What follows belongs to an exercise in optimizing a design on an open flow for small area, a short achievable clock period and few clock cycles per item; a production flow would make more cautious choices. The RTL was checked by simulation tests, not by an equivalence proof against the original design. No activity file was given, so power comes from the tool's default toggle rates.

==> flow/design.v, too long to show whole: its modules and the start of the top module <==
// module conv_requant_packer: 1382 lines
module conv_requant_packer #(
  parameter int DATA_WIDTH = 8,
  parameter int ACC_WIDTH  = 32,
  parameter int BUS_WIDTH  = 128,
  parameter int ADDR_WIDTH = 18
) (
  input  logic                  clk,
  input  logic                  rst,
  input  logic                  start,
  input  logic [ADDR_WIDTH-1:0] cfg_base_addr,
  input  logic [15:0]           cfg_scale,
  input  logic [4:0]            cfg_shift,
  input  logic [1:0]            cfg_act_mode,
  input  logic [DATA_WIDTH-1:0] cfg_clip_max,
  output logic                  busy,
  output logic                  done,
  input  logic                  in_valid,
  output logic                  in_ready,
  input  logic [ACC_WIDTH-1:0]  in_acc,
  input  logic [ACC_WIDTH-1:0]  in_bias,
  input  logic                  in_last,
  output logic                  out_valid,
  input  logic                  out_ready,
  output logic [ADDR_WIDTH-1:0] out_addr,
  output logic [BUS_WIDTH-1:0]  out_data,
  output logic                  out_last,
  output logic [15:0]           sat_count
);
  // ...
==> flow/run.sh <==
#!/bin/bash
# synth_recipe.tcl (not shown) runs the flow's synth.tcl, then flattens the netlist and writes it again
# the make line also repeats each setting of config.mk as NAME=value (left out here)
make -C /OpenROAD-flow-scripts/flow DESIGN_CONFIG=/design/flow/config.mk WORK_HOME=/design/flow/orfs CLKGATE_MAP_FILE= SYNTH_SCRIPT=/design/flow/synth_recipe.tcl finish
==> flow/config.mk <==
export PLATFORM = sky130hd
export DESIGN_NAME = conv_requant_packer
export DESIGN_NICKNAME = conv_requant_packer
export VERILOG_FILES = /design/flow/design.v
export SDC_FILE = /design/flow/constraint.sdc
export NUM_CORES = 4
export LEC_CHECK = 0
export CAP_MARGIN = 20
export CORE_MARGIN = 2
export CORE_UTILIZATION = 40
export SLEW_MARGIN = 20
==> flow/constraint.sdc <==
create_clock -name core_clock -period 7.5 [get_ports {clk}]
set_input_delay 1.5000 -clock core_clock [delete_from_list [all_inputs] [get_ports {clk}]]
set_output_delay 1.5000 -clock core_clock [all_outputs]
set_load 0.01 [all_outputs]
==> run summary, run 1 <==
XOR/XNOR share of the synthesized area=3.572%; die outline height=304.2 um; count of state elements after synthesis=344; period utilisation layout=74.56%; Setup Viol. Count Final=0; clk slew on worst S/H paths=0.06 ns; outcome=finished clean; crit-path leading delay family=compound AO/OA/AOI/OAI gates; Register Area=10070 um2; post-synthesis adder-cell area fraction=20.17%; Async S/R FF share, synth=0%; CP startpoint=in_acc[1]; switch share=48.07%; Clock Latency Late Sink=0.60 ns; multi-input logic area=23050 um2; total track usage=24.65%; Setup Buffers After CTS=0; CTS sink cnt=344; Setup Skew=0.07849 ns; Pre-antenna DRT Iters=6; syn avg cell area=8.415 um2; hold worst-path end=s3_last_q; first-pass GRT wire length=181100 um; largest net degree at the start of global routing=176; CP Depth=13; routed wl met2=56710 um; GR Util met1=33.05%
Testbench counts, summed over its fixed seeds: cycles 9,487, items 9,247.
==> run 2: changes to the inputs <==
--- a/flow/design.v
+++ b/flow/design.v
@@ -25,17 +25,18 @@
   output logic [BUS_WIDTH-1:0]  out_data,
   output logic                  out_last,
   output logic [15:0]           sat_count
 );
   localparam int LANES  = BUS_WIDTH / DATA_WIDTH;
   localparam int IDX_W  = $clog2(LANES);
   localparam int PROD_W = ACC_WIDTH + 16;
   logic busy_q, run_q;
-  logic [15:0]                  cfg_scale_q;
+  logic [7:0]                   cfg_one_q, cfg_two_q, cfg_neg_q;   
+  logic                         cfg_top_q;                         
   logic [4:0]                   cfg_shift_q;
   logic [1:0]                   cfg_mode_q;
   logic signed [DATA_WIDTH-1:0] cfg_clip_q;
   logic [ADDR_WIDTH-1:0]        addr_q;
   logic                  s1_valid_q, s1_last_q;
   logic [ACC_WIDTH-1:0]  s1_b_q;
   logic                  s2_valid_q, s2_last_q;
   logic [PROD_W-1:0]     s2_a_q, s2_c_q;
@@ -53,33 +54,296 @@
   assign start_ok  = start & ~busy_q;
   assign fin       = out_hs & out_last_q;
   assign busy      = busy_q;
   assign done      = fin;
   assign out_valid = out_valid_q;
   assign out_addr  = addr_q;
   assign out_data  = word_q;
   assign out_last  = out_last_q;
+  logic [31:0] aa_p, aa_g, aa_s;
+  logic [32:0] aa_c;
+  logic aa_G1, aa_P1;
+  logic aa_G2, aa_P2;
+  logic aa_G3, aa_P3;
+  logic aa_G4, aa_P4;
+  logic aa_G5, aa_P5;
+  logic aa_G6, aa_P6;
+  logic aa_G7, aa_P7;
+  logic aa_G8, aa_P8;
+  logic aa_G9, aa_P9;
+  logic aa_G10, aa_P10;
+  logic aa_G11, aa_P11;
+  logic aa_G12, aa_P12;
+  logic aa_G13, aa_P13;
+  logic aa_G14, aa_P14;
+  logic aa_G15, aa_P15;
+  logic aa_G16, aa_P16;
+  logic aa_G17, aa_P17;
+  logic aa_G18, aa_P18;
+  logic aa_G19, aa_P19;
+  logic aa_G20, aa_P20;
+  logic aa_G21, aa_P21;
+  logic aa_G22, aa_P22;
+  logic aa_G23, aa_P23;
+  logic aa_G24, aa_P24;
+  logic aa_G25, aa_P25;
+  logic aa_G26, aa_P26;
+  logic aa_G27, aa_P27;
+  logic aa_G28, aa_P28;
+  logic aa_G29, aa_P29;
+  logic aa_G30, aa_P30;
+  logic aa_G31, aa_P31;
+  logic aa_G32, aa_P32;
+  logic aa_G33, aa_P33;
+  logic aa_G34, aa_P34;
+  logic aa_G35, aa_P35;
+  logic aa_G36, aa_P36;
+  logic aa_G37, aa_P37;
+  logic aa_G38, aa_P38;
+  logic aa_G39, aa_P39;
+  logic aa_G40, aa_P40;
+  logic aa_G41, aa_P41;
+  logic aa_G42, aa_P42;
+  logic aa_G43, aa_P43;
+  logic aa_G44, aa_P44;
+  logic aa_G45, aa_P45;
+  logic aa_G46, aa_P46;
+  logic aa_G47, aa_P47;
+  logic aa_G48, aa_P48;
+  logic aa_G49, aa_P49;
+  logic aa_G50, aa_P50;
+  logic aa_G51, aa_P51;
+  logic aa_G52, aa_P52;
+  logic aa_G53, aa_P53;
+  logic aa_G54, aa_P54;
+  logic aa_G55, aa_P55;
+  logic aa_G56, aa_P56;
+  logic aa_G57, aa_P57;
+  logic aa_G58, aa_P58;
+  logic aa_G59, aa_P59;
+  logic aa_G60, aa_P60;
+  logic aa_G61, aa_P61;
+  logic aa_G62, aa_P62;
+  logic aa_G63, aa_P63;
+  logic aa_G64, aa_P64;
+  logic aa_G65, aa_P65;
+  logic aa_G66, aa_P66;
+  logic aa_G67, aa_P67;
+  logic aa_G68, aa_P68;
+  logic aa_G69, aa_P69;
+  logic aa_G70, aa_P70;
+  logic aa_G71, aa_P71;
+  logic aa_G72, aa_P72;
+  logic aa_G73, aa_P73;
+  logic aa_G74, aa_P74;
+  logic aa_G75, aa_P75;
+  logic aa_G76, aa_P76;
+  logic aa_G77, aa_P77;
+  logic aa_G78, aa_P78;
+  logic aa_G79, aa_P79;
+  logic aa_G80, aa_P80;
+  assign aa_p = in_acc ^ in_bias;
+  assign aa_g = in_acc & in_bias;
+  assign aa_G1 = aa_g[1] | (aa_p[1] & aa_g[0]);
+  assign aa_G2 = aa_g[3] | (aa_p[3] & aa_g[2]);
+  assign aa_P2 = aa_p[3] & aa_p[2];
+  assign aa_G3 = aa_g[5] | (aa_p[5] & aa_g[4]);
+  assign aa_P3 = aa_p[5] & aa_p[4];
+  assign aa_G4 = aa_g[7] | (aa_p[7] & aa_g[6]);
+  assign aa_P4 = aa_p[7] & aa_p[6];
+  assign aa_G5 = aa_g[9] | (aa_p[9] & aa_g[8]);
+  assign aa_P5 = aa_p[9] & aa_p[8];
+  assign aa_G6 = aa_g[11] | (aa_p[11] & aa_g[10]);
+  assign aa_P6 = aa_p[11] & aa_p[10];
+  assign aa_G7 = aa_g[13] | (aa_p[13] & aa_g[12]);
+  assign aa_P7 = aa_p[13] & aa_p[12];
+  assign aa_G8 = aa_g[15] | (aa_p[15] & aa_g[14]);
+  assign aa_P8 = aa_p[15] & aa_p[14];
+  assign aa_G9 = aa_g[17] | (aa_p[17] & aa_g[16]);
+  assign aa_P9 = aa_p[17] & aa_p[16];
+  assign aa_G10 = aa_g[19] | (aa_p[19] & aa_g[18]);
+  assign aa_P10 = aa_p[19] & aa_p[18];
+  assign aa_G11 = aa_g[21] | (aa_p[21] & aa_g[20]);
+  assign aa_P11 = aa_p[21] & aa_p[20];
+  assign aa_G12 = aa_g[23] | (aa_p[23] & aa_g[22]);
+  assign aa_P12 = aa_p[23] & aa_p[22];
+  assign aa_G13 = aa_g[25] | (aa_p[25] & aa_g[24]);
+  assign aa_P13 = aa_p[25] & aa_p[24];
+  assign aa_G14 = aa_g[27] | (aa_p[27] & aa_g[26]);
+  assign aa_P14 = aa_p[27] & aa_p[26];
+  assign aa_G15 = aa_g[29] | (aa_p[29] & aa_g[28]);
+  assign aa_P15 = aa_p[29] & aa_p[28];
+  assign aa_G16 = aa_g[31] | (aa_p[31] & aa_g[30]);
+  assign aa_P16 = aa_p[31] & aa_p[30];
+  assign aa_G17 = aa_g[2] | (aa_p[2] & aa_G1);
+  assign aa_G18 = aa_G2 | (aa_P2 & aa_G1);
+  assign aa_G19 = aa_g[6] | (aa_p[6] & aa_G3);
+  assign aa_P19 = aa_p[6] & aa_P3;
+  assign aa_G20 = aa_G4 | (aa_P4 & aa_G3);
+  assign aa_P20 = aa_P4 & aa_P3;
+  assign aa_G21 = aa_g[10] | (aa_p[10] & aa_G5);
+  assign aa_P21 = aa_p[10] & aa_P5;
+  assign aa_G22 = aa_G6 | (aa_P6 & aa_G5);
+  assign aa_P22 = aa_P6 & aa_P5;
+  assign aa_G23 = aa_g[14] | (aa_p[14] & aa_G7);
+  assign aa_P23 = aa_p[14] & aa_P7;
+  assign aa_G24 = aa_G8 | (aa_P8 & aa_G7);
+  assign aa_P24 = aa_P8 & aa_P7;
+  assign aa_G25 = aa_g[18] | (aa_p[18] & aa_G9);
+  assign aa_P25 = aa_p[18] & aa_P9;
+  assign aa_G26 = aa_G10 | (aa_P10 & aa_G9);
+  assign aa_P26 = aa_P10 & aa_P9;
+  assign aa_G27 = aa_g[22] | (aa_p[22] & aa_G11);
+  assign aa_P27 = aa_p[22] & aa_P11;
+  assign aa_G28 = aa_G12 | (aa_P12 & aa_G11);
+  assign aa_P28 = aa_P12 & aa_P11;
+  assign aa_G29 = aa_g[26] | (aa_p[26] & aa_G13);
+  assign aa_P29 = aa_p[26] & aa_P13;
+  assign aa_G30 = aa_G14 | (aa_P14 & aa_G13);
+  assign aa_P30 = aa_P14 & aa_P13;
+  assign aa_G31 = aa_g[30] | (aa_p[30] & aa_G15);
+  assign aa_P31 = aa_p[30] & aa_P15;
+  assign aa_G32 = aa_G16 | (aa_P16 & aa_G15);
+  assign aa_P32 = aa_P16 & aa_P15;
+  assign aa_G33 = aa_g[4] | (aa_p[4] & aa_G18);
+  assign aa_G34 = aa_G3 | (aa_P3 & aa_G18);
+  assign aa_G35 = aa_G19 | (aa_P19 & aa_G18);
+  assign aa_G36 = aa_G20 | (aa_P20 & aa_G18);
+  assign aa_G37 = aa_g[12] | (aa_p[12] & aa_G22);
+  assign aa_P37 = aa_p[12] & aa_P22;
+  assign aa_G38 = aa_G7 | (aa_P7 & aa_G22);
+  assign aa_P38 = aa_P7 & aa_P22;
+  assign aa_G39 = aa_G23 | (aa_P23 & aa_G22);
+  assign aa_P39 = aa_P23 & aa_P22;
+  assign aa_G40 = aa_G24 | (aa_P24 & aa_G22);
+  assign aa_P40 = aa_P24 & aa_P22;
+  assign aa_G41 = aa_g[20] | (aa_p[20] & aa_G26);
+  assign aa_P41 = aa_p[20] & aa_P26;
+  assign aa_G42 = aa_G11 | (aa_P11 & aa_G26);
+  assign aa_P42 = aa_P11 & aa_P26;
+  assign aa_G43 = aa_G27 | (aa_P27 & aa_G26);
+  assign aa_P43 = aa_P27 & aa_P26;
+  assign aa_G44 = aa_G28 | (aa_P28 & aa_G26);
+  assign aa_P44 = aa_P28 & aa_P26;
+  assign aa_G45 = aa_g[28] | (aa_p[28] & aa_G30);
+  assign aa_P45 = aa_p[28] & aa_P30;
+  assign aa_G46 = aa_G15 | (aa_P15 & aa_G30);
+  assign aa_P46 = aa_P15 & aa_P30;
+  assign aa_G47 = aa_G31 | (aa_P31 & aa_G30);
+  assign aa_P47 = aa_P31 & aa_P30;
+  assign aa_G48 = aa_G32 | (aa_P32 & aa_G30);
+  assign aa_P48 = aa_P32 & aa_P30;
+  assign aa_G49 = aa_g[8] | (aa_p[8] & aa_G36);
+  assign aa_G50 = aa_G5 | (aa_P5 & aa_G36);
+  assign aa_G51 = aa_G21 | (aa_P21 & aa_G36);
+  assign aa_G52 = aa_G22 | (aa_P22 & aa_G36);
+  assign aa_G53 = aa_G37 | (aa_P37 & aa_G36);
+  assign aa_G54 = aa_G38 | (aa_P38 & aa_G36);
+  assign aa_G55 = aa_G39 | (aa_P39 & aa_G36);
+  assign aa_G56 = aa_G40 | (aa_P40 & aa_G36);
+  assign aa_G57 = aa_g[24] | (aa_p[24] & aa_G44);
+  assign aa_P57 = aa_p[24] & aa_P44;
+  assign aa_G58 = aa_G13 | (aa_P13 & aa_G44);
+  assign aa_P58 = aa_P13 & aa_P44;
+  assign aa_G59 = aa_G29 | (aa_P29 & aa_G44);
+  assign aa_P59 = aa_P29 & aa_P44;
+  assign aa_G60 = aa_G30 | (aa_P30 & aa_G44);
+  assign aa_P60 = aa_P30 & aa_P44;
+  assign aa_G61 = aa_G45 | (aa_P45 & aa_G44);
+  assign aa_P61 = aa_P45 & aa_P44;
+  assign aa_G62 = aa_G46 | (aa_P46 & aa_G44);
+  assign aa_P62 = aa_P46 & aa_P44;
+  assign aa_G63 = aa_G47 | (aa_P47 & aa_G44);
+  assign aa_P63 = aa_P47 & aa_P44;
+  assign aa_G64 = aa_G48 | (aa_P48 & aa_G44);
+  assign aa_P64 = aa_P48 & aa_P44;
+  assign aa_G65 = aa_g[16] | (aa_p[16] & aa_G56);
+  assign aa_G66 = aa_G9 | (aa_P9 & aa_G56);
+  assign aa_G67 = aa_G25 | (aa_P25 & aa_G56);
+  assign aa_G68 = aa_G26 | (aa_P26 & aa_G56);
+  assign aa_G69 = aa_G41 | (aa_P41 & aa_G56);
+  assign aa_G70 = aa_G42 | (aa_P42 & aa_G56);
+  assign aa_G71 = aa_G43 | (aa_P43 & aa_G56);
+  assign aa_G72 = aa_G44 | (aa_P44 & aa_G56);
+  assign aa_G73 = aa_G57 | (aa_P57 & aa_G56);
+  assign aa_G74 = aa_G58 | (aa_P58 & aa_G56);
+  assign aa_G75 = aa_G59 | (aa_P59 & aa_G56);
+  assign aa_G76 = aa_G60 | (aa_P60 & aa_G56);
+  assign aa_G77 = aa_G61 | (aa_P61 & aa_G56);
+  assign aa_G78 = aa_G62 | (aa_P62 & aa_G56);
+  assign aa_G79 = aa_G63 | (aa_P63 & aa_G56);
+  assign aa_G80 = aa_G64 | (aa_P64 & aa_G56);
+  assign aa_c[0] = 1'b0;
+  assign aa_c[1] = aa_g[0];
+  assign aa_c[2] = aa_G1;
+  assign aa_c[3] = aa_G17;
+  assign aa_c[4] = aa_G18;
+  assign aa_c[5] = aa_G33;
+  assign aa_c[6] = aa_G34;
+  assign aa_c[7] = aa_G35;
+  assign aa_c[8] = aa_G36;
+  assign aa_c[9] = aa_G49;
+  assign aa_c[10] = aa_G50;
+  assign aa_c[11] = aa_G51;
+  assign aa_c[12] = aa_G52;
+  assign aa_c[13] = aa_G53;
+  assign aa_c[14] = aa_G54;
+  assign aa_c[15] = aa_G55;
+  assign aa_c[16] = aa_G56;
+  assign aa_c[17] = aa_G65;
+  assign aa_c[18] = aa_G66;
+  assign aa_c[19] = aa_G67;
+  assign aa_c[20] = aa_G68;
+  assign aa_c[21] = aa_G69;
+  assign aa_c[22] = aa_G70;
+  assign aa_c[23] = aa_G71;
+  assign aa_c[24] = aa_G72;
+  assign aa_c[25] = aa_G73;
+  assign aa_c[26] = aa_G74;
+  assign aa_c[27] = aa_G75;
+  assign aa_c[28] = aa_G76;
+  assign aa_c[29] = aa_G77;
+  assign aa_c[30] = aa_G78;
+  assign aa_c[31] = aa_G79;
+  assign aa_c[32] = aa_G80;
+  assign aa_s = aa_p ^ aa_c[31:0];
   logic [ACC_WIDTH:0]   acc_sum;
   logic [ACC_WIDTH-1:0] acc_sat;
   always_comb begin
-    acc_sum = {in_acc[ACC_WIDTH-1], in_acc} + {in_bias[ACC_WIDTH-1], in_bias};
+    acc_sum = {in_acc[ACC_WIDTH-1] ^ in_bias[ACC_WIDTH-1] ^ aa_c[ACC_WIDTH], aa_s};
     acc_sat = acc_sum[ACC_WIDTH-1:0];
     if (acc_sum[ACC_WIDTH] != acc_sum[ACC_WIDTH-1])
       acc_sat = {acc_sum[ACC_WIDTH], {(ACC_WIDTH-1){~acc_sum[ACC_WIDTH]}}};
   end
   logic [31:0]       mx;
   logic [15:0]       my;
   logic [30:0]       mr;
   logic [PROD_W-1:0] ma, mb;
   always_comb begin
     for (int i = 0; i < 31; i++) mr[i] = (cfg_shift_q == 5'(i + 1));
   end
-  assign mx = s1_b_q;
-  assign my = cfg_scale_q;
+  logic [7:0] my_one, my_two, my_neg;
+  assign mx     = s1_b_q;
+  assign my     = {cfg_top_q, 15'd0};
+  assign my_one = cfg_one_q;
+  assign my_two = cfg_two_q;
+  assign my_neg = cfg_neg_q;
+  logic [7:0] enc_one, enc_two, enc_neg;
+  always_comb begin
+    for (int k = 0; k < 8; k++) begin
+      logic y2, y1, y0;
+      y2 = cfg_scale[2*k+1];
+      y1 = cfg_scale[2*k];
+      y0 = (k == 0) ? 1'b0 : cfg_scale[2*k-1];
+      enc_one[k] = y1 ^ y0;
+      enc_two[k] = (y2 & ~y1 & ~y0) | (~y2 & y1 & y0);
+      enc_neg[k] = y2;
+    end
+  end
   logic bo0, bt0, bn0;
   logic [32:0] pp0;
   logic bo1, bt1, bn1;
   logic [32:0] pp1;
   logic bo2, bt2, bn2;
   logic [32:0] pp2;
   logic bo3, bt3, bn3;
   logic [32:0] pp3;
@@ -358,19 +622,19 @@
   logic fs265, fc265;
   logic fs266, fc266;
   logic fs267, fc267;
   logic fs268, fc268;
   logic fs269, fc269;
   logic fs270, fc270;
   logic fs271, fc271;
   logic hs272, hc272;
-  assign bo0 = my[0] ^ 1'b0;
-  assign bt0 = (my[1] & ~my[0] & ~1'b0) | (~my[1] & my[0] & 1'b0);
-  assign bn0 = my[1];
+  assign bo0 = my_one[0];
+  assign bt0 = my_two[0];
+  assign bn0 = my_neg[0];
   assign pp0[0] = ((bo0 & mx[0]) | (bt0 & 1'b0)) ^ bn0;
   assign pp0[1] = ((bo0 & mx[1]) | (bt0 & mx[0])) ^ bn0;
   assign pp0[2] = ((bo0 & mx[2]) | (bt0 & mx[1])) ^ bn0;
   assign pp0[3] = ((bo0 & mx[3]) | (bt0 & mx[2])) ^ bn0;
   assign pp0[4] = ((bo0 & mx[4]) | (bt0 & mx[3])) ^ bn0;
   assign pp0[5] = ((bo0 & mx[5]) | (bt0 & mx[4])) ^ bn0;
   assign pp0[6] = ((bo0 & mx[6]) | (bt0 & mx[5])) ^ bn0;
   assign pp0[7] = ((bo0 & mx[7]) | (bt0 & mx[6])) ^ bn0;
@@ -394,19 +658,19 @@
   assign pp0[25] = ((bo0 & mx[25]) | (bt0 & mx[24])) ^ bn0;
   assign pp0[26] = ((bo0 & mx[26]) | (bt0 & mx[25])) ^ bn0;
   assign pp0[27] = ((bo0 & mx[27]) | (bt0 & mx[26])) ^ bn0;
   assign pp0[28] = ((bo0 & mx[28]) | (bt0 & mx[27])) ^ bn0;
   assign pp0[29] = ((bo0 & mx[29]) | (bt0 & mx[28])) ^ bn0;
   assign pp0[30] = ((bo0 & mx[30]) | (bt0 & mx[29])) ^ bn0;
   assign pp0[31] = ((bo0 & mx[31]) | (bt0 & mx[30])) ^ bn0;
   assign pp0[32] = ((bo0 & mx[31]) | (bt0 & mx[31])) ^ bn0;
-  assign bo1 = my[2] ^ my[1];
-  assign bt1 = (my[3] & ~my[2] & ~my[1]) | (~my[3] & my[2] & my[1]);
-  assign bn1 = my[3];
+  assign bo1 = my_one[1];
+  assign bt1 = my_two[1];
+  assign bn1 = my_neg[1];
   assign pp1[0] = ((bo1 & mx[0]) | (bt1 & 1'b0)) ^ bn1;
   assign pp1[1] = ((bo1 & mx[1]) | (bt1 & mx[0])) ^ bn1;
   assign pp1[2] = ((bo1 & mx[2]) | (bt1 & mx[1])) ^ bn1;
   assign pp1[3] = ((bo1 & mx[3]) | (bt1 & mx[2])) ^ bn1;
   assign pp1[4] = ((bo1 & mx[4]) | (bt1 & mx[3])) ^ bn1;
   assign pp1[5] = ((bo1 & mx[5]) | (bt1 & mx[4])) ^ bn1;
   assign pp1[6] = ((bo1 & mx[6]) | (bt1 & mx[5])) ^ bn1;
   assign pp1[7] = ((bo1 & mx[7]) | (bt1 & mx[6])) ^ bn1;
@@ -430,19 +694,19 @@
   assign pp1[25] = ((bo1 & mx[25]) | (bt1 & mx[24])) ^ bn1;
   assign pp1[26] = ((bo1 & mx[26]) | (bt1 & mx[25])) ^ bn1;
   assign pp1[27] = ((bo1 & mx[27]) | (bt1 & mx[26])) ^ bn1;
   assign pp1[28] = ((bo1 & mx[28]) | (bt1 & mx[27])) ^ bn1;
   assign pp1[29] = ((bo1 & mx[29]) | (bt1 & mx[28])) ^ bn1;
   assign pp1[30] = ((bo1 & mx[30]) | (bt1 & mx[29])) ^ bn1;
   assign pp1[31] = ((bo1 & mx[31]) | (bt1 & mx[30])) ^ bn1;
   assign pp1[32] = ((bo1 & mx[31]) | (bt1 & mx[31])) ^ bn1;
-  assign bo2 = my[4] ^ my[3];
-  assign bt2 = (my[5] & ~my[4] & ~my[3]) | (~my[5] & my[4] & my[3]);
-  assign bn2 = my[5];
+  assign bo2 = my_one[2];
+  assign bt2 = my_two[2];
+  assign bn2 = my_neg[2];
   assign pp2[0] = ((bo2 & mx[0]) | (bt2 & 1'b0)) ^ bn2;
   assign pp2[1] = ((bo2 & mx[1]) | (bt2 & mx[0])) ^ bn2;
   assign pp2[2] = ((bo2 & mx[2]) | (bt2 & mx[1])) ^ bn2;
   assign pp2[3] = ((bo2 & mx[3]) | (bt2 & mx[2])) ^ bn2;
   assign pp2[4] = ((bo2 & mx[4]) | (bt2 & mx[3])) ^ bn2;
   assign pp2[5] = ((bo2 & mx[5]) | (bt2 & mx[4])) ^ bn2;
   assign pp2[6] = ((bo2 & mx[6]) | (bt2 & mx[5])) ^ bn2;
   assign pp2[7] = ((bo2 & mx[7]) | (bt2 & mx[6])) ^ bn2;
@@ -466,19 +730,19 @@
   assign pp2[25] = ((bo2 & mx[25]) | (bt2 & mx[24])) ^ bn2;
   assign pp2[26] = ((bo2 & mx[26]) | (bt2 & mx[25])) ^ bn2;
   assign pp2[27] = ((bo2 & mx[27]) | (bt2 & mx[26])) ^ bn2;
   assign pp2[28] = ((bo2 & mx[28]) | (bt2 & mx[27])) ^ bn2;
   assign pp2[29] = ((bo2 & mx[29]) | (bt2 & mx[28])) ^ bn2;
   assign pp2[30] = ((bo2 & mx[30]) | (bt2 & mx[29])) ^ bn2;
   assign pp2[31] = ((bo2 & mx[31]) | (bt2 & mx[30])) ^ bn2;
   assign pp2[32] = ((bo2 & mx[31]) | (bt2 & mx[31])) ^ bn2;
-  assign bo3 = my[6] ^ my[5];
-  assign bt3 = (my[7] & ~my[6] & ~my[5]) | (~my[7] & my[6] & my[5]);
-  assign bn3 = my[7];
+  assign bo3 = my_one[3];
+  assign bt3 = my_two[3];
+  assign bn3 = my_neg[3];
   assign pp3[0] = ((bo3 & mx[0]) | (bt3 & 1'b0)) ^ bn3;
   assign pp3[1] = ((bo3 & mx[1]) | (bt3 & mx[0])) ^ bn3;
   assign pp3[2] = ((bo3 & mx[2]) | (bt3 & mx[1])) ^ bn3;
   assign pp3[3] = ((bo3 & mx[3]) | (bt3 & mx[2])) ^ bn3;
   assign pp3[4] = ((bo3 & mx[4]) | (bt3 & mx[3])) ^ bn3;
   assign pp3[5] = ((bo3 & mx[5]) | (bt3 & mx[4])) ^ bn3;
   assign pp3[6] = ((bo3 & mx[6]) | (bt3 & mx[5])) ^ bn3;
   assign pp3[7] = ((bo3 & mx[7]) | (bt3 & mx[6])) ^ bn3;
@@ -502,19 +766,19 @@
   assign pp3[25] = ((bo3 & mx[25]) | (bt3 & mx[24])) ^ bn3;
   assign pp3[26] = ((bo3 & mx[26]) | (bt3 & mx[25])) ^ bn3;
   assign pp3[27] = ((bo3 & mx[27]) | (bt3 & mx[26])) ^ bn3;
   assign pp3[28] = ((bo3 & mx[28]) | (bt3 & mx[27])) ^ bn3;
   assign pp3[29] = ((bo3 & mx[29]) | (bt3 & mx[28])) ^ bn3;
   assign pp3[30] = ((bo3 & mx[30]) | (bt3 & mx[29])) ^ bn3;
   assign pp3[31] = ((bo3 & mx[31]) | (bt3 & mx[30])) ^ bn3;
   assign pp3[32] = ((bo3 & mx[31]) | (bt3 & mx[31])) ^ bn3;
-  assign bo4 = my[8] ^ my[7];
-  assign bt4 = (my[9] & ~my[8] & ~my[7]) | (~my[9] & my[8] & my[7]);
-  assign bn4 = my[9];
+  assign bo4 = my_one[4];
+  assign bt4 = my_two[4];
+  assign bn4 = my_neg[4];
   assign pp4[0] = ((bo4 & mx[0]) | (bt4 & 1'b0)) ^ bn4;
   assign pp4[1] = ((bo4 & mx[1]) | (bt4 & mx[0])) ^ bn4;
   assign pp4[2] = ((bo4 & mx[2]) | (bt4 & mx[1])) ^ bn4;
   assign pp4[3] = ((bo4 & mx[3]) | (bt4 & mx[2])) ^ bn4;
   assign pp4[4] = ((bo4 & mx[4]) | (bt4 & mx[3])) ^ bn4;
   assign pp4[5] = ((bo4 & mx[5]) | (bt4 & mx[4])) ^ bn4;
   assign pp4[6] = ((bo4 & mx[6]) | (bt4 & mx[5])) ^ bn4;
   assign pp4[7] = ((bo4 & mx[7]) | (bt4 & mx[6])) ^ bn4;
@@ -538,19 +802,19 @@
   assign pp4[25] = ((bo4 & mx[25]) | (bt4 & mx[24])) ^ bn4;
   assign pp4[26] = ((bo4 & mx[26]) | (bt4 & mx[25])) ^ bn4;
   assign pp4[27] = ((bo4 & mx[27]) | (bt4 & mx[26])) ^ bn4;
   assign pp4[28] = ((bo4 & mx[28]) | (bt4 & mx[27])) ^ bn4;
   assign pp4[29] = ((bo4 & mx[29]) | (bt4 & mx[28])) ^ bn4;
   assign pp4[30] = ((bo4 & mx[30]) | (bt4 & mx[29])) ^ bn4;
   assign pp4[31] = ((bo4 & mx[31]) | (bt4 & mx[30])) ^ bn4;
   assign pp4[32] = ((bo4 & mx[31]) | (bt4 & mx[31])) ^ bn4;
-  assign bo5 = my[10] ^ my[9];
-  assign bt5 = (my[11] & ~my[10] & ~my[9]) | (~my[11] & my[10] & my[9]);
-  assign bn5 = my[11];
+  assign bo5 = my_one[5];
+  assign bt5 = my_two[5];
+  assign bn5 = my_neg[5];
   assign pp5[0] = ((bo5 & mx[0]) | (bt5 & 1'b0)) ^ bn5;
   assign pp5[1] = ((bo5 & mx[1]) | (bt5 & mx[0])) ^ bn5;
   assign pp5[2] = ((bo5 & mx[2]) | (bt5 & mx[1])) ^ bn5;
   assign pp5[3] = ((bo5 & mx[3]) | (bt5 & mx[2])) ^ bn5;
   assign pp5[4] = ((bo5 & mx[4]) | (bt5 & mx[3])) ^ bn5;
   assign pp5[5] = ((bo5 & mx[5]) | (bt5 & mx[4])) ^ bn5;
   assign pp5[6] = ((bo5 & mx[6]) | (bt5 & mx[5])) ^ bn5;
   assign pp5[7] = ((bo5 & mx[7]) | (bt5 & mx[6])) ^ bn5;
@@ -574,19 +838,19 @@
   assign pp5[25] = ((bo5 & mx[25]) | (bt5 & mx[24])) ^ bn5;
   assign pp5[26] = ((bo5 & mx[26]) | (bt5 & mx[25])) ^ bn5;
   assign pp5[27] = ((bo5 & mx[27]) | (bt5 & mx[26])) ^ bn5;
   assign pp5[28] = ((bo5 & mx[28]) | (bt5 & mx[27])) ^ bn5;
   assign pp5[29] = ((bo5 & mx[29]) | (bt5 & mx[28])) ^ bn5;
   assign pp5[30] = ((bo5 & mx[30]) | (bt5 & mx[29])) ^ bn5;
   assign pp5[31] = ((bo5 & mx[31]) | (bt5 & mx[30])) ^ bn5;
   assign pp5[32] = ((bo5 & mx[31]) | (bt5 & mx[31])) ^ bn5;
-  assign bo6 = my[12] ^ my[11];
-  assign bt6 = (my[13] & ~my[12] & ~my[11]) | (~my[13] & my[12] & my[11]);
-  assign bn6 = my[13];
+  assign bo6 = my_one[6];
+  assign bt6 = my_two[6];
+  assign bn6 = my_neg[6];
   assign pp6[0] = ((bo6 & mx[0]) | (bt6 & 1'b0)) ^ bn6;
   assign pp6[1] = ((bo6 & mx[1]) | (bt6 & mx[0])) ^ bn6;
   assign pp6[2] = ((bo6 & mx[2]) | (bt6 & mx[1])) ^ bn6;
   assign pp6[3] = ((bo6 & mx[3]) | (bt6 & mx[2])) ^ bn6;
   assign pp6[4] = ((bo6 & mx[4]) | (bt6 & mx[3])) ^ bn6;
   assign pp6[5] = ((bo6 & mx[5]) | (bt6 & mx[4])) ^ bn6;
   assign pp6[6] = ((bo6 & mx[6]) | (bt6 & mx[5])) ^ bn6;
   assign pp6[7] = ((bo6 & mx[7]) | (bt6 & mx[6])) ^ bn6;
@@ -610,19 +874,19 @@
   assign pp6[25] = ((bo6 & mx[25]) | (bt6 & mx[24])) ^ bn6;
   assign pp6[26] = ((bo6 & mx[26]) | (bt6 & mx[25])) ^ bn6;
   assign pp6[27] = ((bo6 & mx[27]) | (bt6 & mx[26])) ^ bn6;
   assign pp6[28] = ((bo6 & mx[28]) | (bt6 & mx[27])) ^ bn6;
   assign pp6[29] = ((bo6 & mx[29]) | (bt6 & mx[28])) ^ bn6;
   assign pp6[30] = ((bo6 & mx[30]) | (bt6 & mx[29])) ^ bn6;
   assign pp6[31] = ((bo6 & mx[31]) | (bt6 & mx[30])) ^ bn6;
   assign pp6[32] = ((bo6 & mx[31]) | (bt6 & mx[31])) ^ bn6;
-  assign bo7 = my[14] ^ my[13];
-  assign bt7 = (my[15] & ~my[14] & ~my[13]) | (~my[15] & my[14] & my[13]);
-  assign bn7 = my[15];
+  assign bo7 = my_one[7];
+  assign bt7 = my_two[7];
+  assign bn7 = my_neg[7];
   assign pp7[0] = ((bo7 & mx[0]) | (bt7 & 1'b0)) ^ bn7;
   assign pp7[1] = ((bo7 & mx[1]) | (bt7 & mx[0])) ^ bn7;
   assign pp7[2] = ((bo7 & mx[2]) | (bt7 & mx[1])) ^ bn7;
   assign pp7[3] = ((bo7 & mx[3]) | (bt7 & mx[2])) ^ bn7;
   assign pp7[4] = ((bo7 & mx[4]) | (bt7 & mx[3])) ^ bn7;
   assign pp7[5] = ((bo7 & mx[5]) | (bt7 & mx[4])) ^ bn7;
   assign pp7[6] = ((bo7 & mx[6]) | (bt7 & mx[5])) ^ bn7;
   assign pp7[7] = ((bo7 & mx[7]) | (bt7 & mx[6])) ^ bn7;
@@ -1286,23 +1550,294 @@
   assign ma[44] = fc268;
   assign mb[44] = fs269;
   assign ma[45] = fc269;
   assign mb[45] = fs270;
   assign ma[46] = fc270;
   assign mb[46] = fs271;
   assign ma[47] = fc271;
   assign mb[47] = hs272;
+  logic [47:0] cp_p, cp_g, cp_s;
+  logic [48:0] cp_c;
+  logic cp_G1, cp_P1;
+  logic cp_G2, cp_P2;
+  logic cp_G3, cp_P3;
+  logic cp_G4, cp_P4;
+  logic cp_G5, cp_P5;
+  logic cp_G6, cp_P6;
+  logic cp_G7, cp_P7;
+  logic cp_G8, cp_P8;
+  logic cp_G9, cp_P9;
+  logic cp_G10, cp_P10;
+  logic cp_G11, cp_P11;
+  logic cp_G12, cp_P12;
+  logic cp_G13, cp_P13;
+  logic cp_G14, cp_P14;
+  logic cp_G15, cp_P15;
+  logic cp_G16, cp_P16;
+  logic cp_G17, cp_P17;
+  logic cp_G18, cp_P18;
+  logic cp_G19, cp_P19;
+  logic cp_G20, cp_P20;
+  logic cp_G21, cp_P21;
+  logic cp_G22, cp_P22;
+  logic cp_G23, cp_P23;
+  logic cp_G24, cp_P24;
+  logic cp_G25, cp_P25;
+  logic cp_G26, cp_P26;
+  logic cp_G27, cp_P27;
+  logic cp_G28, cp_P28;
+  logic cp_G29, cp_P29;
+  logic cp_G30, cp_P30;
+  logic cp_G31, cp_P31;
+  logic cp_G32, cp_P32;
+  logic cp_G33, cp_P33;
+  logic cp_G34, cp_P34;
+  logic cp_G35, cp_P35;
+  logic cp_G36, cp_P36;
+  logic cp_G37, cp_P37;
+  logic cp_G38, cp_P38;
+  logic cp_G39, cp_P39;
+  logic cp_G40, cp_P40;
+  logic cp_G41, cp_P41;
+  logic cp_G42, cp_P42;
+  logic cp_G43, cp_P43;
+  logic cp_G44, cp_P44;
+  logic cp_G45, cp_P45;
+  logic cp_G46, cp_P46;
+  logic cp_G47, cp_P47;
+  logic cp_G48, cp_P48;
+  logic cp_G49, cp_P49;
+  logic cp_G50, cp_P50;
+  logic cp_G51, cp_P51;
+  logic cp_G52, cp_P52;
+  logic cp_G53, cp_P53;
+  logic cp_G54, cp_P54;
+  logic cp_G55, cp_P55;
+  logic cp_G56, cp_P56;
+  logic cp_G57, cp_P57;
+  logic cp_G58, cp_P58;
+  logic cp_G59, cp_P59;
+  logic cp_G60, cp_P60;
+  logic cp_G61, cp_P61;
+  logic cp_G62, cp_P62;
+  logic cp_G63, cp_P63;
+  logic cp_G64, cp_P64;
+  logic cp_G65, cp_P65;
+  logic cp_G66, cp_P66;
+  logic cp_G67, cp_P67;
+  logic cp_G68, cp_P68;
+  logic cp_G69, cp_P69;
+  logic cp_G70, cp_P70;
+  logic cp_G71, cp_P71;
+  logic cp_G72, cp_P72;
+  logic cp_G73, cp_P73;
+  logic cp_G74, cp_P74;
+  logic cp_G75, cp_P75;
+  logic cp_G76, cp_P76;
+  logic cp_G77, cp_P77;
+  logic cp_G78, cp_P78;
+  logic cp_G79, cp_P79;
+  logic cp_G80, cp_P80;
+  logic cp_G81, cp_P81;
+  logic cp_G82, cp_P82;
+  logic cp_G83, cp_P83;
+  logic cp_G84, cp_P84;
+  logic cp_G85, cp_P85;
+  logic cp_G86, cp_P86;
+  logic cp_G87, cp_P87;
+  logic cp_G88, cp_P88;
+  assign cp_p = s2_a_q ^ s2_c_q;
+  assign cp_g = s2_a_q & s2_c_q;
+  assign cp_G1 = cp_g[1] | (cp_p[1] & cp_g[0]);
+  assign cp_G2 = cp_g[3] | (cp_p[3] & cp_g[2]);
+  assign cp_P2 = cp_p[3] & cp_p[2];
+  assign cp_G3 = cp_g[5] | (cp_p[5] & cp_g[4]);
+  assign cp_P3 = cp_p[5] & cp_p[4];
+  assign cp_G4 = cp_g[7] | (cp_p[7] & cp_g[6]);
+  assign cp_P4 = cp_p[7] & cp_p[6];
+  assign cp_G5 = cp_g[9] | (cp_p[9] & cp_g[8]);
+  assign cp_P5 = cp_p[9] & cp_p[8];
+  assign cp_G6 = cp_g[11] | (cp_p[11] & cp_g[10]);
+  assign cp_P6 = cp_p[11] & cp_p[10];
+  assign cp_G7 = cp_g[13] | (cp_p[13] & cp_g[12]);
+  assign cp_P7 = cp_p[13] & cp_p[12];
+  assign cp_G8 = cp_g[15] | (cp_p[15] & cp_g[14]);
+  assign cp_P8 = cp_p[15] & cp_p[14];
+  assign cp_G9 = cp_g[17] | (cp_p[17] & cp_g[16]);
+  assign cp_P9 = cp_p[17] & cp_p[16];
+  assign cp_G10 = cp_g[19] | (cp_p[19] & cp_g[18]);
+  assign cp_P10 = cp_p[19] & cp_p[18];
+  assign cp_G11 = cp_g[21] | (cp_p[21] & cp_g[20]);
+  assign cp_P11 = cp_p[21] & cp_p[20];
+  assign cp_G12 = cp_g[23] | (cp_p[23] & cp_g[22]);
+  assign cp_P12 = cp_p[23] & cp_p[22];
+  assign cp_G13 = cp_g[25] | (cp_p[25] & cp_g[24]);
+  assign cp_P13 = cp_p[25] & cp_p[24];
+  assign cp_G14 = cp_g[27] | (cp_p[27] & cp_g[26]);
+  assign cp_P14 = cp_p[27] & cp_p[26];
+  assign cp_G15 = cp_g[29] | (cp_p[29] & cp_g[28]);
+  assign cp_P15 = cp_p[29] & cp_p[28];
+  assign cp_G16 = cp_g[31] | (cp_p[31] & cp_g[30]);
+  assign cp_P16 = cp_p[31] & cp_p[30];
+  assign cp_G17 = cp_g[33] | (cp_p[33] & cp_g[32]);
+  assign cp_P17 = cp_p[33] & cp_p[32];
+  assign cp_G18 = cp_g[35] | (cp_p[35] & cp_g[34]);
+  assign cp_P18 = cp_p[35] & cp_p[34];
+  assign cp_G19 = cp_g[37] | (cp_p[37] & cp_g[36]);
+  assign cp_P19 = cp_p[37] & cp_p[36];
+  assign cp_G20 = cp_g[39] | (cp_p[39] & cp_g[38]);
+  assign cp_P20 = cp_p[39] & cp_p[38];
+  assign cp_G21 = cp_g[41] | (cp_p[41] & cp_g[40]);
+  assign cp_P21 = cp_p[41] & cp_p[40];
+  assign cp_G22 = cp_g[43] | (cp_p[43] & cp_g[42]);
+  assign cp_P22 = cp_p[43] & cp_p[42];
+  assign cp_G23 = cp_g[45] | (cp_p[45] & cp_g[44]);
+  assign cp_P23 = cp_p[45] & cp_p[44];
+  assign cp_G24 = cp_g[47] | (cp_p[47] & cp_g[46]);
+  assign cp_P24 = cp_p[47] & cp_p[46];
+  assign cp_G25 = cp_G2 | (cp_P2 & cp_G1);
+  assign cp_G26 = cp_G4 | (cp_P4 & cp_G3);
+  assign cp_P26 = cp_P4 & cp_P3;
+  assign cp_G27 = cp_G6 | (cp_P6 & cp_G5);
+  assign cp_P27 = cp_P6 & cp_P5;
+  assign cp_G28 = cp_G8 | (cp_P8 & cp_G7);
+  assign cp_P28 = cp_P8 & cp_P7;
+  assign cp_G29 = cp_G10 | (cp_P10 & cp_G9);
+  assign cp_P29 = cp_P10 & cp_P9;
+  assign cp_G30 = cp_G12 | (cp_P12 & cp_G11);
+  assign cp_P30 = cp_P12 & cp_P11;
+  assign cp_G31 = cp_G14 | (cp_P14 & cp_G13);
+  assign cp_P31 = cp_P14 & cp_P13;
+  assign cp_G32 = cp_G16 | (cp_P16 & cp_G15);
+  assign cp_P32 = cp_P16 & cp_P15;
+  assign cp_G33 = cp_G18 | (cp_P18 & cp_G17);
+  assign cp_P33 = cp_P18 & cp_P17;
+  assign cp_G34 = cp_G20 | (cp_P20 & cp_G19);
+  assign cp_P34 = cp_P20 & cp_P19;
+  assign cp_G35 = cp_G22 | (cp_P22 & cp_G21);
+  assign cp_P35 = cp_P22 & cp_P21;
+  assign cp_G36 = cp_G24 | (cp_P24 & cp_G23);
+  assign cp_P36 = cp_P24 & cp_P23;
+  assign cp_G37 = cp_G26 | (cp_P26 & cp_G25);
+  assign cp_G38 = cp_G28 | (cp_P28 & cp_G27);
+  assign cp_P38 = cp_P28 & cp_P27;
+  assign cp_G39 = cp_G30 | (cp_P30 & cp_G29);
+  assign cp_P39 = cp_P30 & cp_P29;
+  assign cp_G40 = cp_G32 | (cp_P32 & cp_G31);
+  assign cp_P40 = cp_P32 & cp_P31;
+  assign cp_G41 = cp_G34 | (cp_P34 & cp_G33);
+  assign cp_P41 = cp_P34 & cp_P33;
+  assign cp_G42 = cp_G36 | (cp_P36 & cp_G35);
+  assign cp_P42 = cp_P36 & cp_P35;
+  assign cp_G43 = cp_G38 | (cp_P38 & cp_G37);
+  assign cp_G44 = cp_G40 | (cp_P40 & cp_G39);
+  assign cp_P44 = cp_P40 & cp_P39;
+  assign cp_G45 = cp_G42 | (cp_P42 & cp_G41);
+  assign cp_P45 = cp_P42 & cp_P41;
+  assign cp_G46 = cp_G44 | (cp_P44 & cp_G43);
+  assign cp_G47 = cp_G45 | (cp_P45 & cp_G46);
+  assign cp_G48 = cp_G39 | (cp_P39 & cp_G43);
+  assign cp_G49 = cp_G41 | (cp_P41 & cp_G46);
+  assign cp_G50 = cp_G27 | (cp_P27 & cp_G37);
+  assign cp_G51 = cp_G29 | (cp_P29 & cp_G43);
+  assign cp_G52 = cp_G31 | (cp_P31 & cp_G48);
+  assign cp_G53 = cp_G33 | (cp_P33 & cp_G46);
+  assign cp_G54 = cp_G35 | (cp_P35 & cp_G49);
+  assign cp_G55 = cp_G3 | (cp_P3 & cp_G25);
+  assign cp_G56 = cp_G5 | (cp_P5 & cp_G37);
+  assign cp_G57 = cp_G7 | (cp_P7 & cp_G50);
+  assign cp_G58 = cp_G9 | (cp_P9 & cp_G43);
+  assign cp_G59 = cp_G11 | (cp_P11 & cp_G51);
+  assign cp_G60 = cp_G13 | (cp_P13 & cp_G48);
+  assign cp_G61 = cp_G15 | (cp_P15 & cp_G52);
+  assign cp_G62 = cp_G17 | (cp_P17 & cp_G46);
+  assign cp_G63 = cp_G19 | (cp_P19 & cp_G53);
+  assign cp_G64 = cp_G21 | (cp_P21 & cp_G49);
+  assign cp_G65 = cp_G23 | (cp_P23 & cp_G54);
+  assign cp_G66 = cp_g[2] | (cp_p[2] & cp_G1);
+  assign cp_G67 = cp_g[4] | (cp_p[4] & cp_G25);
+  assign cp_G68 = cp_g[6] | (cp_p[6] & cp_G55);
+  assign cp_G69 = cp_g[8] | (cp_p[8] & cp_G37);
+  assign cp_G70 = cp_g[10] | (cp_p[10] & cp_G56);
+  assign cp_G71 = cp_g[12] | (cp_p[12] & cp_G50);
+  assign cp_G72 = cp_g[14] | (cp_p[14] & cp_G57);
+  assign cp_G73 = cp_g[16] | (cp_p[16] & cp_G43);
+  assign cp_G74 = cp_g[18] | (cp_p[18] & cp_G58);
+  assign cp_G75 = cp_g[20] | (cp_p[20] & cp_G51);
+  assign cp_G76 = cp_g[22] | (cp_p[22] & cp_G59);
+  assign cp_G77 = cp_g[24] | (cp_p[24] & cp_G48);
+  assign cp_G78 = cp_g[26] | (cp_p[26] & cp_G60);
+  assign cp_G79 = cp_g[28] | (cp_p[28] & cp_G52);
+  assign cp_G80 = cp_g[30] | (cp_p[30] & cp_G61);
+  assign cp_G81 = cp_g[32] | (cp_p[32] & cp_G46);
+  assign cp_G82 = cp_g[34] | (cp_p[34] & cp_G62);
+  assign cp_G83 = cp_g[36] | (cp_p[36] & cp_G53);
+  assign cp_G84 = cp_g[38] | (cp_p[38] & cp_G63);
+  assign cp_G85 = cp_g[40] | (cp_p[40] & cp_G49);
+  assign cp_G86 = cp_g[42] | (cp_p[42] & cp_G64);
+  assign cp_G87 = cp_g[44] | (cp_p[44] & cp_G54);
+  assign cp_G88 = cp_g[46] | (cp_p[46] & cp_G65);
+  assign cp_c[0] = 1'b0;
+  assign cp_c[1] = cp_g[0];
+  assign cp_c[2] = cp_G1;
+  assign cp_c[3] = cp_G66;
+  assign cp_c[4] = cp_G25;
+  assign cp_c[5] = cp_G67;
+  assign cp_c[6] = cp_G55;
+  assign cp_c[7] = cp_G68;
+  assign cp_c[8] = cp_G37;
+  assign cp_c[9] = cp_G69;
+  assign cp_c[10] = cp_G56;
+  assign cp_c[11] = cp_G70;
+  assign cp_c[12] = cp_G50;
+  assign cp_c[13] = cp_G71;
+  assign cp_c[14] = cp_G57;
+  assign cp_c[15] = cp_G72;
+  assign cp_c[16] = cp_G43;
+  assign cp_c[17] = cp_G73;
+  assign cp_c[18] = cp_G58;
+  assign cp_c[19] = cp_G74;
+  assign cp_c[20] = cp_G51;
+  assign cp_c[21] = cp_G75;
+  assign cp_c[22] = cp_G59;
+  assign cp_c[23] = cp_G76;
+  assign cp_c[24] = cp_G48;
+  assign cp_c[25] = cp_G77;
+  assign cp_c[26] = cp_G60;
+  assign cp_c[27] = cp_G78;
+  assign cp_c[28] = cp_G52;
+  assign cp_c[29] = cp_G79;
+  assign cp_c[30] = cp_G61;
+  assign cp_c[31] = cp_G80;
+  assign cp_c[32] = cp_G46;
+  assign cp_c[33] = cp_G81;
+  assign cp_c[34] = cp_G62;
+  assign cp_c[35] = cp_G82;
+  assign cp_c[36] = cp_G53;
+  assign cp_c[37] = cp_G83;
+  assign cp_c[38] = cp_G63;
+  assign cp_c[39] = cp_G84;
+  assign cp_c[40] = cp_G49;
+  assign cp_c[41] = cp_G85;
+  assign cp_c[42] = cp_G64;
+  assign cp_c[43] = cp_G86;
+  assign cp_c[44] = cp_G54;
+  assign cp_c[45] = cp_G87;
+  assign cp_c[46] = cp_G65;
+  assign cp_c[47] = cp_G88;
+  assign cp_c[48] = cp_G47;
+  assign cp_s = cp_p ^ cp_c[47:0];
   logic [PROD_W-1:0] p;
   logic [38:0]       lowbits;
   logic [40:0]       hmask;
   logic              sat, neg;
   logic signed [7:0] q_val;
   always_comb begin
-    p       = s2_a_q + s2_c_q;
+    p       = cp_s;
     lowbits = p[38:0] >> cfg_shift_q;
     for (int i = 0; i < 41; i++) hmask[i] = (i >= 32'(cfg_shift_q));
     neg = p[PROD_W-1];
     sat = |((p[PROD_W-1:7] ^ {41{neg}}) & hmask);
     if (sat) q_val = neg ? 8'sh80 : 8'sh7f;
     else     q_val = lowbits[7:0];
   end
   logic signed [7:0] act_val;
@@ -1343,17 +1878,20 @@
         else           idx_q <= idx_q + IDX_W'(1);
       end
       if (wr && word_done) out_valid_q <= 1'b1;
       else if (out_hs)     out_valid_q <= 1'b0;
     end
   end
   always_ff @(posedge clk) begin
     if (start_ok) begin
-      cfg_scale_q <= cfg_scale;
+      cfg_one_q   <= enc_one;
+      cfg_two_q   <= enc_two;
+      cfg_neg_q   <= enc_neg;
+      cfg_top_q   <= cfg_scale[15];
       cfg_shift_q <= cfg_shift;
       cfg_mode_q  <= cfg_act_mode;
       cfg_clip_q  <= cfg_clip_max;
     end
     if (start_ok)    addr_q <= cfg_base_addr;
     else if (out_hs) addr_q <= addr_q + ADDR_WIDTH'(1);
     if (adv) begin
       s1_b_q    <= acc_sat;
==> flow/config.mk (replaced) <==
export PLATFORM = sky130hd
export DESIGN_NAME = conv_requant_packer
export DESIGN_NICKNAME = conv_requant_packer
export VERILOG_FILES = /design/flow/design.v
export SDC_FILE = /design/flow/constraint.sdc
export NUM_CORES = 4
export LEC_CHECK = 0
export ABC_AREA = 1
export CAP_MARGIN = 20
export CORE_MARGIN = 2
export CORE_UTILIZATION = 40
export SETUP_SLACK_MARGIN = 3.5
export SLEW_MARGIN = 20
==> run summary, run 2 <==
reg-to-reg critical path startpoint=cfg_neg_q[3] (was s2_a_q[0]); Post-synth EDFFs=326 (was 318); first-pass GRT wire length=133900 um (was 181100 um); worst path buffer plus inverter count=3 (was 1); syn avg cell area=9.143 um2 (was 8.415 um2); Async S/R FF share, synth=0% (unchanged); r2r worst-path depth=8 (was 15); flop2flop setup slack=3.48 ns (was 2.32 ns); CP most frequent cell=fa_1 (was o21ai_0); row count=100 (was 110); fraction of layout cells with a size suffix above 1=9.560% (was 4.784%); max-slew violations=0 (unchanged); CP cell instances=buf_4 > inv_2 > xor2_1 > fa_1 > fa_1 > fa_1 > inv_1 > fa_1 (was clkdlybuf4s50_1 > ha_1 > a21o_1 > a21oi_1 > o21bai_1 > a21oi_1 > o21ai_0 > a31oi_1 > o21ai_0 > a21boi_0 > o311ai_2 > nor2_1 > o21ai_0); area delta synth->final=21.38% (was 13.53%); H-tree depth=2 (unchanged); post-placement cell area=33550 um2 (was 39470 um2); top cell type's share of synthesized area=32.81% (was 26.49%); routed len/inst=19.20 um (was 21.40 um); routed wl met2=40020 um (was 56710 um); minimum clock period=4.025 ns (was 5.592 ns); met1 WL=36690 um (was 49520 um); die outline height=277.1 um (was 304.2 um); switch share=47.58% (was 48.07%); count of state elements after synthesis=352 (was 344); Met3 Routed Length=7861 um (was 7378 um); fillers=6982 (was 8680); multi-input logic area=17170 um2 (was 23050 um2); outcome=finished clean (unchanged); Gate power share=67.3% (was 68.5%); P_leak=16.06 nW (was 15.56 nW); Post-route DRC=0 (unchanged); Setup Viol. Count Final=0 (unchanged); Max FO, Critical Path=25 (was 20); vias=23880 (was 32240); Clock power frac=11.8% (was 13.0%); starting density of the core=40.21% (was 40.23%); Post-CTS Hold Buffers=0 (unchanged); commonest non-fill, non-tap cells in the layout=559 x nand2_1, 550 x inv_1, 326 x edfxtp_1, 282 x clkdlybuf4s50_1, 275 x xor2_1 (was 496 x a21oi_1, 455 x nand2_1, 361 x inv_1, 318 x edfxtp_1, 301 x nor2_1); Setup CP Type=flip-flop to flip-flop (was primary input to flip-flop); Gate Count Post-Synth=3263 (was 4284); Synth area leader=edfxtp_1 (unchanged); CTS buffer count=40 (was 41); YS warnings=1 (unchanged); power per cell area=451.3 nW/um2 (was 408.7 nW/um2); Max-slew headroom=33.17% (was 22.71%); CTS tree=done (unchanged); Final Cell Area=36210 um2 (was 40930 um2); CTS sink cnt=352 (was 344); Startpoint Class=flip-flop (was primary input); WP data required=7.82 ns (was 7.80 ns); Pre-antenna DRT Iters=7 (was 6); synth top area cells=edfxtp_1 33%, fa_1 18%, xor2_1 8.1% (was edfxtp_1 26%, fa_1 14%, a21oi_1 6.9%); crit-path leading delay family=adder cells (was compound AO/OA/AOI/OAI gates); Final WS setup=3.475 ns (was 1.908 ns); initial DRC count=2095 (was 3191); Reg with most FFs=word_q (unchanged); Finished Layout Cells=4557 (was 5483); die area=76790 um2 (was 92540 um2); crit path DAT=4.34 ns (was 5.89 ns); DP HPWL=63010 um (was 85260 um); die extent in x=277.1 um (was 304.2 um); Max Clk Rate=248.5 MHz (was 178.8 MHz); Unique masters post-synth=52 (was 86); diode count=0 (was 1); most common cell after layout, fill and taps aside=nand2_1 (was a21oi_1); maximum clock path buffer count=3 (unchanged); min-delay src=s2_last_q (unchanged); period utilisation layout=53.66% (was 74.56%); Vias per Instance=5.241 (was 5.879); largest net degree at the start of global routing=81 (was 176); Register Area=10310 um2 (was 10070 um2); Internal=8.567 mW (was 8.685 mW); CP max stage cell=xor2_1 (was nor2_1); Netlist Area Pre-Place=29830 um2 (was 36050 um2); maximum vdd ir drop=0.2312 mV (was 0.2147 mV); Psw=7.777 mW (was 8.041 mW); clk slew on worst S/H paths=0.06 ns (about the same); FF-to-FF End=s2_c_q[39] (was s3_q_q[6]); Largest regs=word_q: 128 flops, s2_a_q: 48 flops, s2_c_q: 48 flops (unchanged); RSZ-0062 raised after global routing=yes (was no); setup TNS=0 ns (unchanged); HP Class=flip-flop to flip-flop (unchanged); Clock Root Buffer=clkbuf_16 (unchanged); most frequent cell after synthesis=nand2_1 (was a21oi_1); Port Buffers=285 (unchanged); dpl ws=2.534 ns (was 1.261 ns); core region area=74200 um2 (was 89600 um2); hold path cells=0 (unchanged); final WL=87490 um (was 117400 um); I/O Pins=286 (unchanged); total grt overflow=0 (unchanged); hold worst-path end=s3_last_q (unchanged); Final Total Pwr=16.34 mW (was 16.73 mW); vias in the first global route=23030 (was 30100); Critical Path End Type=flip-flop (unchanged); most frequent cells after synthesis=590 x nand2_1, 570 x inv_1, 326 x edfxtp_1 (was 497 x a21oi_1, 455 x nand2_1, 361 x inv_1); top layer in use=met4 (unchanged); initial antenna violation count=0 (was 1); Placed Cells=4398 (was 5408); Clock Latency Late Sink=0.59 ns (was 0.60 ns); Critical Path Max Stage Delay=0.68 ns (was 0.90 ns); Hold Vio Cnt, Final=0 (unchanged); max FFs per register=128 (unchanged); syn_nets=3768 (was 4765); total track usage=22.14% (was 24.65%); Most used DFF post-synth=edfxtp_1 (unchanged); GPL Wtd Cong=0.9318 (was 0.8997); Final ANT Viol Nets=0 (unchanged); max_cap viols=0 (unchanged); register share of total power=20.9% (was 18.5%); Setup Skew=0.03407 ns (was 0.07849 ns); nets@finish=4063 (was 4756); worst slew pin tran=1.002 ns (was 1.149 ns); sequential fraction of the synthesis area=34.56% (was 27.93%)
[run 2: cell types whose count changed after synthesis, moves of 75 or more]
cell      previous run  this run
nand2_1            455       590
o22ai_1            142       248
a21oi_1            497        81
xor2_1              65       276
inv_1              361       570
maj3_1              90         0
nor2_1             305       149
nand3_1             74       208
nor2b_1             75         0
o21ai_0            265        54
clkbuf_1           335       113
[run 2: metrics by stage]
stage	hold WS, ns	util, %
finish	0.4293	48.81
global placement	0.4057	45.18
detailed placement	0.4074	45.22
CTS	0.4347	47.40
floorplan	0.4003	-
global route	0.4412	48.81
[run 2: worst max-delay path by stage]
stage / depth (start not counted) / startpoint / to / slack, ns
2_1_floorplan: 6 / out_ready / word_q[56] / 3.56
3_3_place_gp: 16 / in_acc[0] / s1_b_q[19] / 2.64
3_5_place_dp: 7 / out_ready / word_q[95] / 2.53
4_1_cts: 14 / cfg_shift_q[4] / s2_c_q[17] / 3.46
5_1_grt: 30 / s2_c_q[0] / s3_q_q[5] / 3.26
6_report: 8 / cfg_neg_q[3] / s2_c_q[39] / 3.48
[run 2: cells by family after synthesis]
| family | Yosys count | synth area share [%] |
|---|---|---|
| AND/OR/NAND/NOR | 1027 | 14.69 |
| buffers and inverters | 745 | 9.662 |
| AO/OA/AOI/OAI | 441 | 8.845 |
| adder cells (fa/ha/maj) | 386 | 23.03 |
| flip-flops | 352 | 34.56 |
| XOR/XNOR | 305 | 8.954 |
| multiplexers | 7 | 0.2642 |
[run 2: power by group through the flow]
stage	combinational [mW]	sequential, mW	clock [mW]
after CTS	10.4	3.40	1.98
after global routing	12.5	3.46	2.05
after floorplan	7.08	3.35	0
after detailed placement	10.2	3.45	0
final	11.0	3.42	1.93
after global placement	10.1	3.43	0
[run 2: timing repair]
item                       4_1_cts  5_1_grt
cloned                           3        4
setup buffers                   15       65
setup endpoints to repair      107       84
pin swaps                        8       32
resized for setup               52      112
[run 2: final cells by class]
cell class | instances | area share (%)
Timing Repair inverter | 2 | 0.04146
Timing Repair Buffer | 403 | 10.84
Clock buffer | 49 | 2.940
Inverter | 590 | 6.319
Clock inverter | 23 | 0.6253
Tap cell | 969 | 3.348
Sequential cell | 352 | 28.47
Multi-Input combinational cell | 2169 | 47.42
[run 2: layer usage]
layer	up-vias	track usage [%]
li1	11200	-
met1	11320	30.25
met2	1202	35.29
met3	165	4.075
met4	0	7.832
met5	-	0
Testbench counts of run 2, summed over its fixed seeds: cycles 9,487, items 9,247.
==> run 3: changes to the inputs <==
--- a/flow/config.mk
+++ b/flow/config.mk
@@ -9,5 +9,5 @@
 export CAP_MARGIN = 20
 export CORE_MARGIN = 2
 export CORE_UTILIZATION = 40
-export SETUP_SLACK_MARGIN = 3.5
+export SETUP_SLACK_MARGIN = 4.0
 export SLEW_MARGIN = 20
==> run summary, run 3 <==
final WL=93370 um (was 87490 um); Placed Cells=4390 (was 4398); top cell type's share of synthesized area=32.81% (unchanged); total grt overflow=0 (unchanged); grt met3 use=5.197% (was 4.075%); multi-input logic area=18400 um2 (was 17170 um2); commonest non-fill, non-tap cells in the layout=543 x nand2_1, 465 x inv_1, 326 x edfxtp_1, 279 x clkdlybuf4s50_1, 248 x xor2_1 (was 559 x nand2_1, 550 x inv_1, 326 x edfxtp_1, 282 x clkdlybuf4s50_1, 275 x xor2_1); vias in the first global route=24370 (was 23030); row count=100 (unchanged); Critical Path End Type=flip-flop (unchanged); clk slew on worst S/H paths=0.06 ns (about the same); gr busiest metal=met2 (unchanged); Hold Vio Cnt, Final=0 (unchanged); minimum clock period=3.961 ns (was 4.025 ns); initial DRC count=2322 (was 2095); Setup Viol. Count Final=0 (unchanged); Finished Layout Cells=4635 (was 4557); Max Clk Rate=252.4 MHz (was 248.5 MHz); Unique masters post-synth=52 (unchanged); HP Class=flip-flop to flip-flop (unchanged); Synth area leader=edfxtp_1 (unchanged); Clock Latency Late Sink=0.61 ns (was 0.59 ns); Largest regs=word_q: 128 flops, s2_a_q: 48 flops, s2_c_q: 48 flops (unchanged); Reg with most FFs=word_q (unchanged); CTS sink cnt=352 (unchanged); power per cell area=448.9 nW/um2 (was 451.3 nW/um2); diode count=0 (unchanged); met2 Track Usage GR=37.59% (was 35.29%); Gate Count Post-Synth=3263 (unchanged); worst slew pin tran=1.042 ns (was 1.002 ns); count of state elements after synthesis=352 (unchanged); period utilisation layout=52.82% (was 53.66%); Final ANT Viol Nets=0 (unchanged); Critical Path Max Stage Delay=0.45 ns (was 0.68 ns); maximum vdd ir drop=0.2568 mV (was 0.2312 mV); Async S/R FF share, synth=0% (unchanged); Port Buffers=285 (unchanged); Post-CTS Hold Buffers=0 (unchanged); core region area=74200 um2 (unchanged); Max-slew headroom=30.56% (was 33.17%); RSZ-0062 raised after global routing=yes (unchanged); most common cell after layout, fill and taps aside=nand2_1 (unchanged); die extent in x=277.1 um (unchanged); max FFs per register=128 (unchanged); outcome=finished clean (unchanged); most frequent cell after synthesis=nand2_1 (unchanged); YS warnings=1 (unchanged); nets@finish=4139 (was 4063); hold_ws=0.4188 ns (was 0.4293 ns); total track usage=23.60% (was 22.14%); DP HPWL=63020 um (was 63010 um); Max FO, Critical Path=7 (was 25); synth top area cells=edfxtp_1 33%, fa_1 18%, xor2_1 8.1% (unchanged); Setup Skew=0.04314 ns (was 0.03407 ns); Setup CP Type=flip-flop to flip-flop (unchanged); post-placement cell area=33620 um2 (was 33550 um2); crit-path leading delay family=simple AND/OR/NAND/NOR gates (was adder cells); GPL Wtd Cong=0.9202 (was 0.9318); fraction of layout cells with a size suffix above 1=18.88% (was 9.560%); first-pass GRT wire length=141800 um (was 133900 um); most frequent cells after synthesis=590 x nand2_1, 570 x inv_1, 326 x edfxtp_1 (unchanged); sequential fraction of the synthesis area=34.56% (unchanged); syn_nets=3768 (unchanged); CP most frequent cell=nand2_4 (was fa_1); CP max stage cell=fa_1 (was xor2_1); die outline height=277.1 um (unchanged); CTS buffer count=41 (was 40); crit path DAT=4.29 ns (was 4.34 ns); max_cap viols=0 (unchanged); area delta synth->final=30.19% (was 21.38%); Startpoint Class=flip-flop (unchanged); H-tree depth=2 (unchanged); syn avg cell area=9.143 um2 (unchanged); Post-route DRC=0 (unchanged); Register Area=10310 um2 (unchanged); P_leak=16.71 nW (was 16.06 nW); max-slew violations=0 (unchanged); Pre-antenna DRT Iters=7 (unchanged); initial antenna violation count=0 (unchanged); die area=76790 um2 (unchanged); I/O Pins=286 (unchanged); WP data required=7.83 ns (was 7.82 ns); largest net degree at the start of global routing=145 (was 81); Most used DFF post-synth=edfxtp_1 (unchanged); routed len/inst=20.14 um (was 19.20 um); worst path buffer plus inverter count=0 (was 3); Final Cell Area=38840 um2 (was 36210 um2); Clock Root Buffer=clkbuf_16 (unchanged); GR Util met1=31.16% (was 30.25%); starting density of the core=40.21% (unchanged); Vias per Instance=5.353 (was 5.241); setup TNS=0 ns (unchanged); Post-synth EDFFs=326 (unchanged); fillers=6557 (was 6982); maximum clock path buffer count=3 (unchanged); vias=24810 (was 23880); CTS tree=done (unchanged); Netlist Area Pre-Place=29830 um2 (unchanged); Layout Utilization=52.35% (was 48.81%)
==> run 3: cell counts after synthesis <==
No cell type changed its count.
==> run 3: path summary, 6_finish.rpt <==
path,startpoint,end,slack [ns],cells after the start
setup / recovery,s2_c_q[0],s3_q_q[0],3.54,25
hold / removal,s2_last_q,s3_last_q,0.42,0
setup reg to reg,s2_c_q[0],s3_q_q[0],3.54,25
hold reg to reg,s2_last_q,s3_last_q,0.42,0
==> run 3: kinds of logic after synthesis <==
kind of cell | synth area share [%]
multiplexers | 0.2642
flip-flops | 34.56
adder cells (fa/ha/maj) | 23.03
XOR/XNOR | 8.954
AO/OA/AOI/OAI | 8.845
AND/OR/NAND/NOR | 14.69
buffers and inverters | 9.662
==> run 3: area by class of cell <==
cell class | instances | area share [%]
clock buffers | 46 | 2.715
clock inverters | 29 | 0.9373
inverters | 590 | 6.265
multi-input cells | 2171 | 47.36
flip-flops and latches | 352 | 26.54
well taps | 969 | 3.121
repair buffers | 476 | 13.03
repair inverters | 2 | 0.03221
==> run 3: stage by stage <==
step           power [mW]  setup WS [ns]
6_report            17.44          3.539
5_1_grt             19.00          3.345
4_1_cts             16.29          3.569
3_5_place_dp        13.59          2.607
3_3_place_gp        13.34          2.687
2_1_floorplan       10.48          3.921
==> run 3: timing repair <==
item                                   in CTS  in global routing
setup buffers                              97                 55
setup endpoints to repair                 268                187
gates resized for setup                   282                268
endpoints found under the hold margin       0                  0
pin swaps                                  56                114
cloned                                     11                  7
==> run 3: power breakdown <==
| part | total [mW] | leakage, nW | internal (mW) | switching (mW) |
|---|---|---|---|---|
| combinational | 11.9 | 12.5 | 4.76 | 7.14 |
| sequential | 3.41 | 3.50 | 3.19 | 0.222 |
| clock | 2.13 | 0.689 | 1.24 | 0.892 |
| total | 17.4 | 16.7 | 9.18 | 8.25 |
==> run 3: per-layer routing <==
layer / vias up / wire length, um
li1: 11360 / -
met1: 11850 / 37400
met5: - / 0
met4: 0 / 4037
met2: 1348 / 42910
met3: 255 / 9023

[static timing again, ports no longer ideal]
How much do the figures lean on ideal ports? The routed layouts below were timed once more, with nothing changed but the port constraints.
Step 1 assumes that a clkbuf_16 drives the clock port and a buf_2 every other input.
Step 2 moves the port delays by t, midway between the first and last clock arrival at a register: inputs arrive t later, outputs are due t later. That takes back most of the time a late clock gives input paths.
Slacks: no drivers / after step 1 / after step 2; pairs: no drivers / after step 1.
| run | shift t [ns] | slack for setup (ns) | worst register clock-pin slew, ns |
|---|---|---|---|
| run 1 | 0.625 | 1.908 / 1.949 / 1.324 | 0.07 / 0.07 |
| run 2 | 0.627 | 3.475 / 3.475 / 3.142 | 0.07 / 0.07 |
| run 3 | 0.653 | 3.539 / 3.539 / 3.529 | 0.07 / 0.07 |
After both steps every run listed still meets setup and hold. For run 1, which loses most, drivers alone change the setup slack by +0.041 ns; drivers and shift together by -0.584 ns.
